Context: an optimization exercise on an open-source flow, tuned for small area and a short achievable clock period. The choices shown serve that exercise and are no tape-out recipe. No functional check of the RTL was part of any run shown here. Power and IR drop assume default switching activity.

## flow/config.mk

```make
export PLATFORM = sky130hd
export DESIGN_NAME = BackEnd
export DESIGN_NICKNAME = BackEnd
export VERILOG_FILES = /design/flow/design.v
export SDC_FILE = /design/flow/constraint.sdc
export NUM_CORES = 4
export LEC_CHECK = 0
export CAP_MARGIN = 20
export CORE_MARGIN = 2
export CORE_UTILIZATION = 22
export PLACE_DENSITY = 0.35
export SLEW_MARGIN = 20
export SYNTH_MEMORY_MAX_BITS = 16384
```

## flow/constraint.sdc

```tcl
create_clock -name core_clock -period 5.0 [get_ports {Clock}]
set_input_delay 1.0000 -clock core_clock [delete_from_list [all_inputs] [get_ports {Clock}]]
set_output_delay 1.0000 -clock core_clock [all_outputs]
set_load 0.01 [all_outputs]
```

## flow/design.v

```verilog
`default_nettype none
package BackEndPkg;
    localparam int DataMemWords = 64;
    localparam int DataMemAddrBits = $clog2(DataMemWords);
    localparam logic [31:0] LinkOffset = 32'd8;
    typedef enum logic [3:0] {
        AluAdd  = 4'd0,
        AluSub  = 4'd1,
        AluAnd  = 4'd2,
        AluOr   = 4'd3,
        AluXor  = 4'd4,
        AluNor  = 4'd5,
        AluSlt  = 4'd6,
        AluSltu = 4'd7,
        AluSll  = 4'd8,
        AluSrl  = 4'd9,
        AluSra  = 4'd10,
        AluLui  = 4'd11
    } AluOp;
    typedef enum logic [1:0] {
        SelWord = 2'd0,
        SelHalf = 2'd1,
        SelByte = 2'd2
    } ByteSel;
    typedef enum logic [1:0] {
        WbAlu  = 2'd0,
        WbMem  = 2'd1,
        WbLink = 2'd2
    } WbSrc;
    typedef struct packed {
        AluOp        Op;
        logic [31:0] OperandA;
        logic [31:0] OperandB;
        logic [31:0] StoreData;
        logic [31:0] Pc;
        logic [4:0]  RegDest;
        logic        RegWrite;
        logic        MemRead;
        logic        MemWrite;
        logic        SignedLoad;
        ByteSel      Width;
        WbSrc        Source;
    } IssueBundle;
    typedef struct packed {
        logic [31:0] AluResult;
        logic [31:0] StoreData;
        logic [31:0] Pc;
        logic [4:0]  RegDest;
        logic        RegWrite;
        logic        MemRead;
        logic        MemWrite;
        logic        SignedLoad;
        ByteSel      Width;
        WbSrc        Source;
    } ExMemBundle;
    typedef struct packed {
        logic [31:0] AluResult;
        logic [31:0] LoadData;
        logic [31:0] Pc;
        logic [4:0]  RegDest;
        logic        RegWrite;
        WbSrc        Source;
    } MemWbBundle;
    typedef struct packed {
        logic        Enable;
        logic [4:0]  Dest;
        logic [31:0] Data;
    } RegWritePort;
endpackage
`default_nettype wire
`default_nettype none
module BackEnd (
    input  wire logic         Clock,
    input  wire logic         rst,
    input  wire logic [144:0] Issue,
    input  wire logic         IssueValid,
    output wire logic [37:0]  WriteBack
);
    localparam int Words = BackEndPkg::DataMemWords;
    BackEndPkg::IssueBundle iss;
    assign iss = Issue;
    logic [31:0] opA, opB;
    assign opA = iss.OperandA;
    assign opB = iss.OperandB;
    logic [4:0]  shamt;
    logic [31:0] sum, diff, shl, shr;
    logic        signedLess, unsignedLess;
    logic [31:0] aluValue;
    assign shamt        = opB[4:0];
    assign sum          = opA + opB;
    assign diff         = opA - opB;
    assign signedLess   = $signed(opA) < $signed(opB);
    assign unsignedLess = opA < opB;
    assign shl          = opA << shamt;
    assign shr          = 32'($signed({iss.Op[1] & opA[31], opA}) >>> shamt);
    always_comb begin
        case (iss.Op)
            BackEndPkg::AluAdd:  aluValue = sum;
            BackEndPkg::AluSub:  aluValue = diff;
            BackEndPkg::AluAnd:  aluValue = opA & opB;
            BackEndPkg::AluOr:   aluValue = opA | opB;
            BackEndPkg::AluXor:  aluValue = opA ^ opB;
            BackEndPkg::AluNor:  aluValue = ~(opA | opB);
            BackEndPkg::AluSlt:  aluValue = {31'd0, signedLess};
            BackEndPkg::AluSltu: aluValue = {31'd0, unsignedLess};
            BackEndPkg::AluSll:  aluValue = shl;
            BackEndPkg::AluSrl:  aluValue = shr;
            BackEndPkg::AluSra:  aluValue = shr;
            BackEndPkg::AluLui:  aluValue = {opB[15:0], 16'd0};
            default:             aluValue = 32'd0;
        endcase
    end
    logic        accept;
    logic        isLoad, isStore, isWord, isHalf, isByte;
    logic [1:0]  lane;
    logic [31:0] storeLanes;
    logic [31:0] passValue;
    logic [3:0]  laneWrite;
    logic [Words-1:0] wordSel;
    assign accept  = IssueValid & ~rst;
    assign isLoad  = iss.MemRead;
    assign isStore = iss.MemWrite;
    assign isWord  = iss.Width == BackEndPkg::SelWord;
    assign isHalf  = iss.Width == BackEndPkg::SelHalf;
    assign isByte  = iss.Width == BackEndPkg::SelByte;
    assign lane    = aluValue[1:0];
    always_comb begin
        case (iss.Width)
            BackEndPkg::SelHalf: storeLanes = {2{iss.StoreData[15:0]}};
            BackEndPkg::SelByte: storeLanes = {4{iss.StoreData[7:0]}};
            default:             storeLanes = iss.StoreData;
        endcase
    end
    always_comb begin
        if (isStore)
            passValue = storeLanes;
        else if (iss.Source == BackEndPkg::WbLink)
            passValue = iss.Pc + BackEndPkg::LinkOffset;
        else
            passValue = aluValue;
    end
    always_comb begin
        if (isHalf)
            laneWrite = lane[1] ? 4'b1100 : 4'b0011;
        else if (isByte)
            laneWrite = 4'b0001 << lane;
        else
            laneWrite = 4'b1111;
    end
    always_comb begin
        for (int w = 0; w < Words; w++)
            wordSel[w] = aluValue[7:2] == 6'(w);
    end
    logic [3:0] sel0Lane;
    logic       sel1Lane1, sel1Lane3, sel1Fill;
    logic       selHiLane, selHiFill;
    logic [3:0] fillLane;
    always_comb begin
        sel0Lane  = isLoad ? (4'b0001 << lane) : 4'b0000;
        sel1Lane1 = isLoad & ~isByte & ~lane[1];
        sel1Lane3 = isLoad & ~isByte & lane[1];
        sel1Fill  = isLoad & isByte;
        selHiLane = isLoad & isWord;
        selHiFill = isLoad & ~isWord;
        fillLane  = 4'b0000;
        if (isLoad & iss.SignedLoad) begin
            if (isByte)
                fillLane = 4'b0001 << lane;
            else if (isHalf)
                fillLane = lane[1] ? 4'b1000 : 4'b0010;
        end
    end
    logic [31:0]      mPass;
    logic [Words-1:0] mWordSel;
    logic [3:0]       mLaneWrite;
    logic             mEnable;
    logic [4:0]       mDest;
    logic             mLoad;
    logic [3:0]       mSel0Lane;
    logic             mSel1Lane1, mSel1Lane3, mSel1Fill, mSelHiLane, mSelHiFill;
    logic [3:0]       mFillLane;
    always_ff @(posedge Clock) begin
        mLaneWrite <= (accept & isStore) ? laneWrite : 4'b0000;
        mEnable    <= accept & iss.RegWrite & (iss.RegDest != 5'd0);
        mPass      <= passValue;
        mWordSel   <= wordSel;
        mDest      <= iss.RegDest;
        mLoad      <= isLoad;
        mSel0Lane  <= sel0Lane;
        mSel1Lane1 <= sel1Lane1;
        mSel1Lane3 <= sel1Lane3;
        mSel1Fill  <= sel1Fill;
        mSelHiLane <= selHiLane;
        mSelHiFill <= selHiFill;
        mFillLane  <= fillLane;
    end
    logic [Words*32-1:0] memBits;
    always_ff @(posedge Clock) begin
        for (int w = 0; w < Words; w++) begin
            for (int l = 0; l < 4; l++) begin
                if (mWordSel[w] & mLaneWrite[l])
                    memBits[w*32 + l*8 +: 8] <= mPass[l*8 +: 8];
            end
        end
    end
    logic [31:0] readWord;
    always_comb begin
        readWord = 32'd0;
        for (int w = 0; w < Words; w++)
            readWord = readWord | ({32{mWordSel[w]}} & memBits[w*32 +: 32]);
    end
    logic [7:0] r0, r1, r2, r3;
    logic       fill;
    logic [31:0] wbData;
    assign {r3, r2, r1, r0} = readWord;
    assign fill = |(mFillLane & {r3[7], r2[7], r1[7], r0[7]});
    always_comb begin
        wbData[7:0]   = ({8{~mLoad}} & mPass[7:0])
                      | ({8{mSel0Lane[0]}} & r0) | ({8{mSel0Lane[1]}} & r1)
                      | ({8{mSel0Lane[2]}} & r2) | ({8{mSel0Lane[3]}} & r3);
        wbData[15:8]  = ({8{~mLoad}} & mPass[15:8])
                      | ({8{mSel1Lane1}} & r1) | ({8{mSel1Lane3}} & r3)
                      | ({8{mSel1Fill & fill}});
        wbData[23:16] = ({8{~mLoad}} & mPass[23:16])
                      | ({8{mSelHiLane}} & r2) | ({8{mSelHiFill & fill}});
        wbData[31:24] = ({8{~mLoad}} & mPass[31:24])
                      | ({8{mSelHiLane}} & r3) | ({8{mSelHiFill & fill}});
    end
    logic        wEnable;
    logic [4:0]  wDest;
    logic [31:0] wData;
    always_ff @(posedge Clock) begin
        wEnable <= mEnable & ~rst;
        wDest   <= mDest;
        wData   <= wbData;
    end
    BackEndPkg::RegWritePort writeBackPort;
    assign writeBackPort.Enable = wEnable;
    assign writeBackPort.Dest   = wDest;
    assign writeBackPort.Data   = wData;
    assign WriteBack = writeBackPort;
endmodule
`default_nettype wire
```

## flow/run.sh

```bash
#!/bin/bash
# synth_recipe.tcl (not shown) runs the flow's synth.tcl, then flattens the netlist and writes it again
# the make line also repeats each setting of config.mk as NAME=value (left out here)
make -C /OpenROAD-flow-scripts/flow DESIGN_CONFIG=/design/flow/config.mk WORK_HOME=/design/flow/orfs CLKGATE_MAP_FILE= SYNTH_SCRIPT=/design/flow/synth_recipe.tcl finish
```

==> qor.csv, run 1 <==
stage;metric;value;unit
synth;synth_cell_type_count;90;
setup_path;critical-path-max-stage-delay;860;ps
flow_run;drv_cap;0;
place;place_ws;76.1;ps
place;place.gp.congestion;0.914;
route;viasPerCell;5.26;
sta;setup-tns-final;0;ps
sta;clock.fmax;235;MHz
synth;synth-compound-area-share;0.152;
worst_hold_path;hold_path_depth;0;
sta;layout_worst_path_cycle_share;0.851;
setup_path;critPathArrivalTime;4950;ps
cells_and_area;final_nets;6405;
sta;tightest_slew;1160;ps
setup_path;cp_top_family;compound AO/OA/AOI/OAI gates;
synth;yosysMostFrequentCell;edfxtp_1;
route;drt_iter0_drc;8169;
sta;whs;324;ps
synth;ys.flop_type;edfxtp_1;
synth;synth_top_family_by_area;compound AO/OA/AOI/OAI gates;
pwr;p_leak;33.6;nW
setup_path;cp_num_cells;9;
setup_path;r2r_end;wData[23];
cells_and_area;drive_gt1_frac;0.151;
grt;overflow;0;
synth;netlist_area;0.0888;mm2
synth;synth.area.mux_share;0.0168;
synth;yosys.area_share.xor_xnor;0.00296;
synth;synthAdderAreaFrac;0.0147;
synth;yosys_warnings;1;
sta;finalHoldViolCount;0;
synth;syn_area_per_cell;15.5;um2
grt;grt_pass1_wl;596000;um
floorplan;die_area;0.409;mm2
synth;synth_cells;5714;
clock_network;cts_made_buffers;244;
sta;fin_crit;4250;ps
synth;synth_fp_nets;5965;
setup_path;path_class;reg2reg;
setup_path;reg2reg_depth;9;
setup_path;crit_slowest_cell;or4_1;
floorplan;fp.coreArea;0.402;mm2
route;drcViolationCount;0;
route;wl;459000;um
sta;worst_slack;745;ps
setup_path;r2r_start;mWordSel[40];
sta;setup_violations;0;
clock_network;cts-resized-gates;0;
setup_path;end_kind;flop;
grt;grt_pass1_vias;59000;
grt;grt.total_usage;0.217;
clock_network;cts_tree;done;
synth;async_reset_ff_frac;0;
floorplan;die_y;639;um
clock_network;cts_hold_buf;0;
route;routedWlPerCell;39.3;um
pwr;ir_drop;0.318;mV
clock_network;htreeDepth;4;
clock_network;cts_sinks;2206;
sta;skew;164;ps
clock_network;ctsRootBufferMaster;clkbuf_16;
synth;synthSimpleGateAreaFrac;0.0609;
cells_and_area;area_growth;20.5;%
place;dp_hpwl;315000;um
setup_path;worstPathRequired;5690;ps
outcome;status;no timing/DRC/antenna violations;
grt;grt_max_degree;66;
setup_path;cp_max_fo;16;
pwr;powerDensity;411;mW/mm2
clock_network;postCtsSetupBuffers;0;
setup_path;worst-path-buf-inv;1;
synth;synth_common_cells;edfxtp_1, a221oi_1, a22o_1;
place;port-buffer-count;185;
sta;rsz0062_at_grt;no;
synth;synth_edf_count;2048;
worst_hold_path;hp-class;reg2reg;
setup_path;rrSetupSlack;750;ps
synth;synth_largest_area_cell;edfxtp_1;
floorplan;ioPinCount;186;
clock_network;clk_pin_slew_worst_paths;60;ps
synth;synth_top_area_frac;0.692;
clock_network;cts_buffer_depth;4;
worst_hold_path;min_to;wDest[3];
floorplan;start_util;0.221;
floorplan;dieWidth;639;um
synth;yosysSeqAreaShare;0.728;
floorplan;rows;233;
route;final_antenna_net_count;0;
synth;ys_seq_elements;2206;
sta;drv_slew;0;
worst_hold_path;hold_start;mDest[3];
sta;slew_headroom;0.228;
route;firstDrtPassIters;6;
setup_path;critPathLaunchType;flop;
route;vias;61400;
synth;yosys-top-cells-area;edfxtp_1, a221oi_1, a22o_1;
setup_path;crit_chain;a22o_1, a221oi_1, nand4_1, or4_1, a22oi_1, nand2_1, and2_1, buf_4, a221o_1;
grt;antenna_found_initial;51;
clock_network;clkLatencyLatePin;1000;ps
[cells in the final DEF (no fill, tap or decap), drive strengths merged, types with 34 or more instances in the layout]
cell type / count
nor2: 266
clkinv: 124
or4: 35
a21oi: 159
and2: 268
nand4: 143
clkdlybuf4s50: 180
ha: 101
a221oi: 540
nor3: 43
o21ai: 134
a221o: 39
dfxtp: 158
buf: 443
inv: 111
mux2i: 61
edfxtp: 2048
a22o: 517
clkbuf: 302
a211oi: 38
nand2: 182
nand3: 34
[how the worst max path moves through the flow]
stage	to	from	slack (ps)
2_1_floorplan	mPass[24]	Issue[80]	260
3_3_place_gp	mPass[24]	Issue[109]	-20
3_5_place_dp	mPass[28]	Issue[88]	80
4_1_cts	wData[23]	mWordSel[11]	820
5_1_grt	wData[23]	mWordSel[17]	750
6_report	wData[23]	mWordSel[40]	750
[sequential cells by signal, summed over array words and instances (netlist names), 4 cells and up]
| name | flops |
|---|---|
| wData | 32 |
| mWordSel | 64 |
| mFillLane | 4 |
| mLaneWrite | 4 |
| mSel0Lane | 4 |
| memBits | 2048 |
| mPass | 32 |
| wDest | 5 |
| mDest | 5 |
[power by group]
part	internal [W]	switching (W)
clock	0.00972	0.00787
combinational	0.00144	0.00356
sequential	0.0208	0.000650
total	0.0320	0.0121
[through the flow]
step	util	std cells	area [um2]	power (W)
final	0.266	11700	107000	0.0440
after global placement	0.247	11200	99400	0.0268
after CTS	0.266	11600	107000	0.0442
after floorplan	-	5714	88800	0.0234
after global routing	0.266	11700	107000	0.0450
after detailed placement	0.247	11200	99400	0.0268
[worst reg2reg max path: stages (launching register included)]
cell and delay (ps):
dfxtp_2 620, a22o_1 400, a221oi_1 590, nand4_1 240, or4_1 860, a22oi_1 260, nand2_1 100, and2_1 160
buf_4 230, a221o_1 530
[cells by family (layout without fill, tap and decap cells)]
| logic type | Yosys count | after routing |
|---|---|---|
| XOR/XNOR | 30 | 30 |
| flip-flops | 2206 | 2206 |
| buffers and inverters | 539 | 1178 |
| other | 0 | 30 |
| adder cells (fa/ha/maj) | 103 | 103 |
| AO/OA/AOI/OAI | 1683 | 1683 |
| AND/OR/NAND/NOR | 1044 | 1044 |
| multiplexers | 109 | 109 |
[cell type report]
type                       instances  area, um2
antenna                           30       75.1
clock buffer                     302       6360
clock inverter                   143       1180
fill                           41200     295000
inverter                         110        414
multi-input combinational       2969      22000
sequential                      2206      64800
tap                             5287       6620
timing repair buffer             623       5590
[layer usage]
| metal | up-vias | global-route usage | wire length [um] |
|---|---|---|---|
| met1 | 33500 | 0.307 | 203000 |
| met4 | 0 | 0.0641 | 14800 |
| li1 | 24400 | - | - |
| met2 | 2974 | 0.349 | 212000 |
| met5 | - | 0 | 0 |
| met3 | 487 | 0.0244 | 29900 |
==> inputs of run 2 (changes only) <==
--- a/flow/config.mk
+++ b/flow/config.mk
@@ -7,6 +7,8 @@
 export LEC_CHECK = 0
+export ABC_CLOCK_PERIOD_IN_PS = 2500
 export CAP_MARGIN = 20
 export CORE_MARGIN = 2
-export CORE_UTILIZATION = 22
-export PLACE_DENSITY = 0.35
+export CORE_UTILIZATION = 40
+export PLACE_DENSITY = 0.6
+export SETUP_SLACK_MARGIN = 2.5
 export SLEW_MARGIN = 20
==> qor.csv, run 2 <==
stage;metric;value;unit;change
outcome;status;no timing/DRC/antenna violations;;
setup_path;crit_slowest_cell;or4_4;;
pwr;powerDensity;386;mW/mm2;-6.2%
synth;yosys-top-cells-area;edfxtp_1, a221oi_1, a22o_1;;
sta;clock.fmax;310;MHz;+32%
sta;drv_slew;0;;unchanged
floorplan;die_area;0.226;mm2;-45%
synth;synth_top_area_frac;0.692;;unchanged
route;drt_iter0_drc;11700;;+44%
setup_path;worstPathRequired;5660;ps;-30 ps
cells_and_area;layout.cells.non_filler;9535;;-18%
pwr;swShare;0.271;;-0.00278
sta;fin_crit;3230;ps;-1030 ps
cells_and_area;largest_register_ffs;2048;;unchanged
cells_and_area;final_nets;6648;;+3.8%
floorplan;dieWidth;475;um;-26%
sta;rsz0062_at_grt;yes;;
cells_and_area;regMostFlops;memBits;;
clock_network;htreeDepth;4;;unchanged
grt;grt.total_usage;0.347;;+0.129
cells_and_area;fin_util;0.507;;+0.241
cells_and_area;drive_gt1_frac;0.293;;+0.141
clock_network;cts_tree;done;;
cells_and_area;area_growth;25.6;%;
synth;synth_common_cells;edfxtp_1, a221oi_1, a22o_1;;
synth;ys.flop_type;edfxtp_1;;
setup_path;critPathLaunchType;flop;;
sta;worst_slack;1770;ps;+1030 ps
cells_and_area;reg_top3;memBits x2048, mWordSel x64;;
route;routedWlPerCell;42.3;um;+7.5%
grt;grt_pass1_vias;60600;;+2.7%
sta;tightest_slew;1150;ps;-10.9 ps
setup_path;path_class;reg2reg;;
sta;slew_headroom;0.235;;+0.00729
synth;synth_fp_nets;5965;;unchanged
flow_run;drv_cap;0;;unchanged
synth;ys_seq_elements;2206;;unchanged
worst_hold_path;hp-class;reg2reg;;
clock_network;clkLatencyLatePin;940;ps;-60 ps
pwr;p_sw;0.0117;W;-3.2%
synth;syn_area_per_cell;15.5;um2;unchanged
floorplan;start_util;0.404;;+0.183
setup_path;end_kind;flop;;
setup_path;critPathArrivalTime;3890;ps;-1060 ps
sta;setup_violations;0;;unchanged
floorplan;fp.coreArea;0.220;mm2;-45%
pwr;seq_power_share;0.489;;+0.002
setup_path;cp_max_fo;11;;-5
cells_and_area;final_common_cell;edfxtp_1;;
grt;antenna_found_initial;22;;-57%
place;dpl.cell_count;8773;;-22%
place;place_ws;-30.5;ps;-107 ps
cells_and_area;final_cell_mix;edfxtp_1, a22o_1, buf_4;;
route;final_antenna_net_count;0;;unchanged
place;port-buffer-count;185;;unchanged
synth;netlist_area;0.0888;mm2;unchanged
sta;setup-tns-final;0;ps;unchanged
floorplan;die_y;475;um;-26%
setup_path;critical-path-max-stage-delay;760;ps;-100 ps
setup_path;crit_chain;a22o_1, a221oi_2, nand4_1, or4_4, a22oi_2, nand2_1, and2_4, a221o_2;;
floorplan;rows;172;;-26%
synth;synth_cell_type_count;90;;unchanged
pwr;combPwrFrac;0.144;;+0.031
sta;skew;106;ps;-58.2 ps
synth;synth_cells;5714;;unchanged
route;drcViolationCount;0;;unchanged
sta;finalHoldViolCount;0;;unchanged
synth;async_reset_ff_frac;0;;unchanged
pwr;intPower;0.0314;W;-1.9%
clock_network;ctsRootBufferMaster;clkbuf_16;;
route;wl;403000;um;-12%
clock_network;clk_pin_slew_worst_paths;60;ps;about the same
pwr;p_leak;36.1;nW;+7.7%
clock_network;cts_sinks;2206;;unchanged
synth;synth_edf_count;2048;;unchanged
grt;overflow;0;;unchanged
pwr;ir_drop;0.333;mV;+4.7%
synth;synth_largest_area_cell;edfxtp_1;;
route;vias;65100;;+6.0%
pwr;pwr-share-clk;0.367;;-0.032
synth;yosys_warnings;1;;unchanged
clock_network;cts_made_buffers;213;;-13%
place;dp_hpwl;260000;um;-17%
setup_path;cp_top_family;simple AND/OR/NAND/NOR gates;;
floorplan;ioPinCount;186;;unchanged
grt;grt_pass1_wl;531000;um;-11%
sta;layout_worst_path_cycle_share;0.646;;-0.205
setup_path;worst-path-buf-inv;0;;-1
route;firstDrtPassIters;10;;+4
synth;yosysMostFrequentCell;edfxtp_1;;
synth;yosysSeqAreaShare;0.728;;unchanged
grt;grt_max_degree;66;;unchanged
clock_network;cts_buffer_depth;3;;-1
route;viasPerCell;6.82;;+30%
place;place.gp.congestion;0.991;;+8.4%
run 2: per-stage QoR:
| step | hold slack [ps] | total power (W) | area [um2] |
|---|---|---|---|
| after global placement | 310 | 0.0261 | 95700 |
| final | 326 | 0.0431 | 112000 |
| after detailed placement | 313 | 0.0262 | 95700 |
| after CTS | 332 | 0.0423 | 109000 |
| after floorplan | 310 | 0.0234 | 89400 |
| after global routing | 339 | 0.0437 | 112000 |
run 2: path summary, 6_finish.rpt:
kind / from / to / slack [ps] / depth (start not counted)
setup / recovery: memBits[767] / wData[23] / 1770 / 8
hold / removal: mDest[2] / wDest[2] / 330 / 0
setup reg to reg: memBits[767] / wData[23] / 1770 / 8
hold reg to reg: mDest[2] / wDest[2] / 330 / 0
run 2: logic make-up after synthesis:
family,synth area share
AOI/OAI and AO/OA,0.152
buffers and inverters,0.0247
adders and majority gates,0.0147
DFF,0.728
muxes,0.0168
and+or+nand+nor,0.0609
xor gates and xnor gates,0.00296
run 2: per-layer routing:
metal | vias to the layer above | GRT usage | share of wire
met5 | - | 0 | 0.00031
met4 | 18 | 0.213 | 0.077
met3 | 1242 | 0.0979 | 0.14
met2 | 5890 | 0.515 | 0.43
met1 | 33100 | 0.450 | 0.35
li1 | 24800 | - | -
run 2: cell type report:
cell class	count	area, um2
clock buffer	265	5620
fill	18100	109000
timing repair buffer	892	9010
multi-input combinational	2969	26600
timing repair inverter	5	42.5
tap	2958	3700
antenna	13	32.5
sequential	2206	64900
clock inverter	117	1110
inverter	110	480
run 2: repair_timing:
action / in CTS / in global routing
setup buffers: 246 / 92
hold buffers: 0 / 0
gates resized for setup: 1202 / 334
endpoints found under the setup margin: 311 / 147
pin swaps: 266 / 190
cloned: 25 / 4
endpoints found under the hold margin: 0 / 0
run 2: power groups by stage:
| stage | registers (W) | logic, W | clock network (W) |
|---|---|---|---|
| 3_5_place_dp | 0.0215 | 0.00464 | 0 |
| 3_3_place_gp | 0.0215 | 0.00462 | 0 |
| 2_1_floorplan | 0.0216 | 0.00182 | 0 |
| 4_1_cts | 0.0211 | 0.00558 | 0.0157 |
| 5_1_grt | 0.0211 | 0.00621 | 0.0164 |
| 6_report | 0.0211 | 0.00621 | 0.0158 |
==> inputs of run 3 (changes only) <==
--- a/flow/config.mk
+++ b/flow/config.mk
@@ -12,3 +12,3 @@
 export PLACE_DENSITY = 0.6
-export SETUP_SLACK_MARGIN = 2.5
+export SETUP_SLACK_MARGIN = 1.5
 export SLEW_MARGIN = 20
==> qor.csv, run 3 <==
stage;metric;value;unit;change
floorplan;dieWidth;475;um;unchanged
cells_and_area;final_cell_mix;edfxtp_1, a22o_1, a221oi_1;;
grt;grt_pass1_wl;504000;um;-5.0%
sta;rsz0062_at_grt;yes;;
clock_network;htreeDepth;4;;unchanged
clock_network;ctsRootBufferMaster;clkbuf_16;;
sta;drv_slew;0;;unchanged
pwr;p_leak;32.9;nW;-9.0%
route;drt_iter0_drc;11900;;+1.5%
setup_path;r2r_end;wData[13];;
synth;synth_largest_area_cell;edfxtp_1;;
sta;worst_slack;1270;ps;-506 ps
setup_path;reg2reg_depth;7;;-1
grt;grt.total_usage;0.329;;-0.0177
floorplan;die_y;475;um;unchanged
synth;synth-compound-area-share;0.152;;unchanged
place;dpl.cell_count;8767;;-0.068%
synth;syn_area_per_cell;15.5;um2;unchanged
worst_hold_path;hold_path_depth;0;;unchanged
place;dpl_cell_area;0.0957;mm2;about the same
flow_run;drv_cap;0;;unchanged
setup_path;crit_start;mWordSel[1];;
setup_path;path_class;reg2reg;;
setup_path;critical-path-max-stage-delay;750;ps;about the same
setup_path;end_kind;flop;;
route;routedWlPerCell;41.4;um;-2.1%
cells_and_area;largest_register_ffs;2048;;unchanged
place;place_ws;128;ps;+159 ps
floorplan;start_util;0.404;;unchanged
place;place.gp.congestion;0.987;;-0.33%
setup_path;r2r_start;mWordSel[1];;
sta;setup_violations;0;;unchanged
synth;yosysMostFrequentCell;edfxtp_1;;
synth;synth_top_family_by_area;compound AO/OA/AOI/OAI gates;;
place;dp_hpwl;256000;um;-1.6%
sta;skew;87.8;ps;-17.9 ps
synth;synth_top_area_frac;0.692;;unchanged
setup_path;worstPathRequired;5750;ps;+90 ps
grt;antenna_found_initial;18;;-18%
grt;grt_max_degree;66;;unchanged
synth;synth_edf_count;2048;;unchanged
setup_path;rrSetupSlack;1270;ps;-510 ps
route;viasPerCell;6.79;;-0.54%
clock_network;clk_pin_slew_worst_paths;60;ps;about the same
sta;finalHoldViolCount;0;;unchanged
cells_and_area;layout.cells.non_filler;9192;;-3.6%
synth;synthAdderAreaFrac;0.0147;;unchanged
cells_and_area;nFillCells;18900;;+4.4%
sta;tightest_slew;1110;ps;-36.8 ps
place;port-buffer-count;185;;unchanged
cells_and_area;regMostFlops;memBits;;
floorplan;ioPinCount;186;;unchanged
synth;synth.area.mux_share;0.0168;;unchanged
sta;slew_headroom;0.260;;+0.0245
setup_path;critPathLaunchType;flop;;
clock_network;cts_buffer_depth;3;;unchanged
pwr;powerDensity;406;mW/mm2;+5.1%
route;wl;381000;um;-5.6%
sta;fin_crit;3730;ps;+506 ps
clock_network;cts_sinks;2206;;unchanged
clock_network;clkLatencyLatePin;900;ps;-40 ps
sta;clock.fmax;268;MHz;-14%
synth;yosys-top-cells-area;edfxtp_1, a221oi_1, a22o_1;;
setup_path;crit_slowest_cell;a222oi_1;;
clock_network;cts_tree;done;;
synth;async_reset_ff_frac;0;;unchanged
route;vias;62400;;-4.1%
route;drcViolationCount;0;;unchanged
setup_path;cp_max_fo;16;;+5
worst_hold_path;min_to;wDest[4];;
setup_path;critPathArrivalTime;4480;ps;+590 ps
synth;yosysSeqAreaShare;0.728;;unchanged
pwr;total_power;0.0419;W;-2.7%
synth;yosys_warnings;1;;unchanged
setup_path;crit_chain;buf_4, a22o_1, a221oi_1, nand4_1, or4_1, a222oi_1, nand2b_1;;
route;final_antenna_net_count;0;;unchanged
floorplan;die_area;0.226;mm2;unchanged
worst_hold_path;hold_start;mDest[4];;
cells_and_area;area_growth;16.2;%;
synth;synthSimpleGateAreaFrac;0.0609;;unchanged
grt;overflow;0;;unchanged
clock_network;cts_made_buffers;212;;-0.47%
sta;setup-tns-final;0;ps;unchanged
synth;synth_fp_nets;5965;;unchanged
cells_and_area;final_common_cell;edfxtp_1;;
synth;netlist_area;0.0888;mm2;unchanged
synth;synth_common_cells;edfxtp_1, a221oi_1, a22o_1;;
cells_and_area;drive_gt1_frac;0.156;;-0.137
setup_path;cp_top_family;compound AO/OA/AOI/OAI gates;;
route;firstDrtPassIters;9;;-1
cells_and_area;reg_top3;memBits x2048, mWordSel x64;;
synth;ys_seq_elements;2206;;unchanged
pwr;ir_drop;0.261;mV;-22%
sta;layout_worst_path_cycle_share;0.747;;+0.101
grt;grt_pass1_vias;57500;;-5.0%
synth;ys.flop_type;edfxtp_1;;
synth;synth_cell_type_count;90;;unchanged
floorplan;fp.coreArea;0.220;mm2;unchanged
worst_hold_path;hp-class;reg2reg;;
synth;synth_cells;5714;;unchanged
synth;yosys.area_share.xor_xnor;0.00296;;unchanged
floorplan;rows;172;;unchanged
setup_path;worst-path-buf-inv;1;;+1
clock_network;cts_hold_buf;0;;unchanged
cells_and_area;stdcell_area;0.103;mm2;-7.5%
cells_and_area;final_nets;6289;;-5.4%
outcome;status;no timing/DRC/antenna violations;;
run 3: kinds of logic after synthesis:
group                      after synthesis
muxes                                  109
AOI/OAI and AO/OA                     1683
adders and majority gates              103
xor gates and xnor gates                30
DFF                                   2206
and+or+nand+nor                       1044
buffers and inverters                  539
run 3: layout make-up:
cell class	instances	area, um2	area share
flip-flops and latches	2206	64800	0.628
multi-input cells	2969	22800	0.221
clock buffers	264	5550	0.0538
repair buffers	538	4720	0.0457
well taps	2958	3700	0.0359
clock inverters	131	1170	0.0114
inverters	110	448	0.00434
diodes	15	37.5	0.000364
repair inverters	1	8.76	0.0000849
run 3: worst max path at each step:
stage	endpoint	slack, ps	cells after the start
2_1_floorplan	mPass[27]	820	17
3_3_place_gp	mPass[24]	140	14
3_5_place_dp	mPass[24]	130	14
4_1_cts	mPass[24]	1450	13
5_1_grt	mPass[28]	1390	14
6_report	wData[13]	1270	7
run 3: repair_timing:
item | 4_1_cts | 5_1_grt
pin swaps | 16 | 18
endpoints found under the setup margin | 107 | 110
gates cloned | 0 | 2
setup buffers | 7 | 6
resized for setup | 105 | 80
hold endpoints to repair | 0 | 0
run 3: metrics by stage:
stage | hold WS [ps] | util
after global routing | 341 | 0.469
after floorplan | 310 | -
after detailed placement | 320 | 0.435
after global placement | 310 | 0.435
final | 330 | 0.469
after CTS | 334 | 0.467
run 3: metal layers:
| metal | vias to the layer above | wire (um) | global-route usage |
|---|---|---|---|
| li1 | 24100 | - | - |
| met1 | 31900 | 139000 | 0.441 |
| met2 | 5401 | 167000 | 0.495 |
| met3 | 968 | 50900 | 0.0805 |
| met4 | 10 | 24200 | 0.174 |
| met5 | - | 72 | 0 |
run 3: report_power, final:
| part | switching [W] | leakage [nW] | internal, W |
|---|---|---|---|
| combinational | 0.00349 | 11.0 | 0.00150 |
| clock | 0.00721 | 3.29 | 0.00849 |
| sequential | 0.000383 | 18.6 | 0.0208 |
| total | 0.0111 | 32.9 | 0.0308 |

afterwards: timing with drivers on the ports:
No port has a modelled driver above. Below, the same layouts with a new extraction and two added sets of constraints.
Step 1 assumes that a clkbuf_16 drives the clock port and a buf_2 every other input.
Step 2 moves the port delays by t, midway between the first and last clock arrival at a register: inputs arrive t later, outputs are due t later. That takes back most of the time a late clock gives input paths.
a / b / c = no drivers / after step 1 / after step 2; a / b = the first two.
run	t (ns)	setup slack, ns	latest minus earliest clock arrival (ns)	slew at the worst register clock pin (ns)	worst slew at a driven data input, ns
run 1	1.018	0.745 / 0.745 / -0.014	0.167 / 0.167	0.07 / 0.07	0.08
run 2	0.989	1.772 / 1.772 / 0.981	0.107 / 0.108	0.08 / 0.08	0.19
run 3	0.968	1.267 / 1.267 / 0.518	0.112 / 0.111	0.07 / 0.07	0.07
Met with ideal ports but missed after step 2: setup timing in run 1. The setup slack of run 2, which loses most, moves by 0.000 ns with the drivers and by -0.791 ns with both steps.
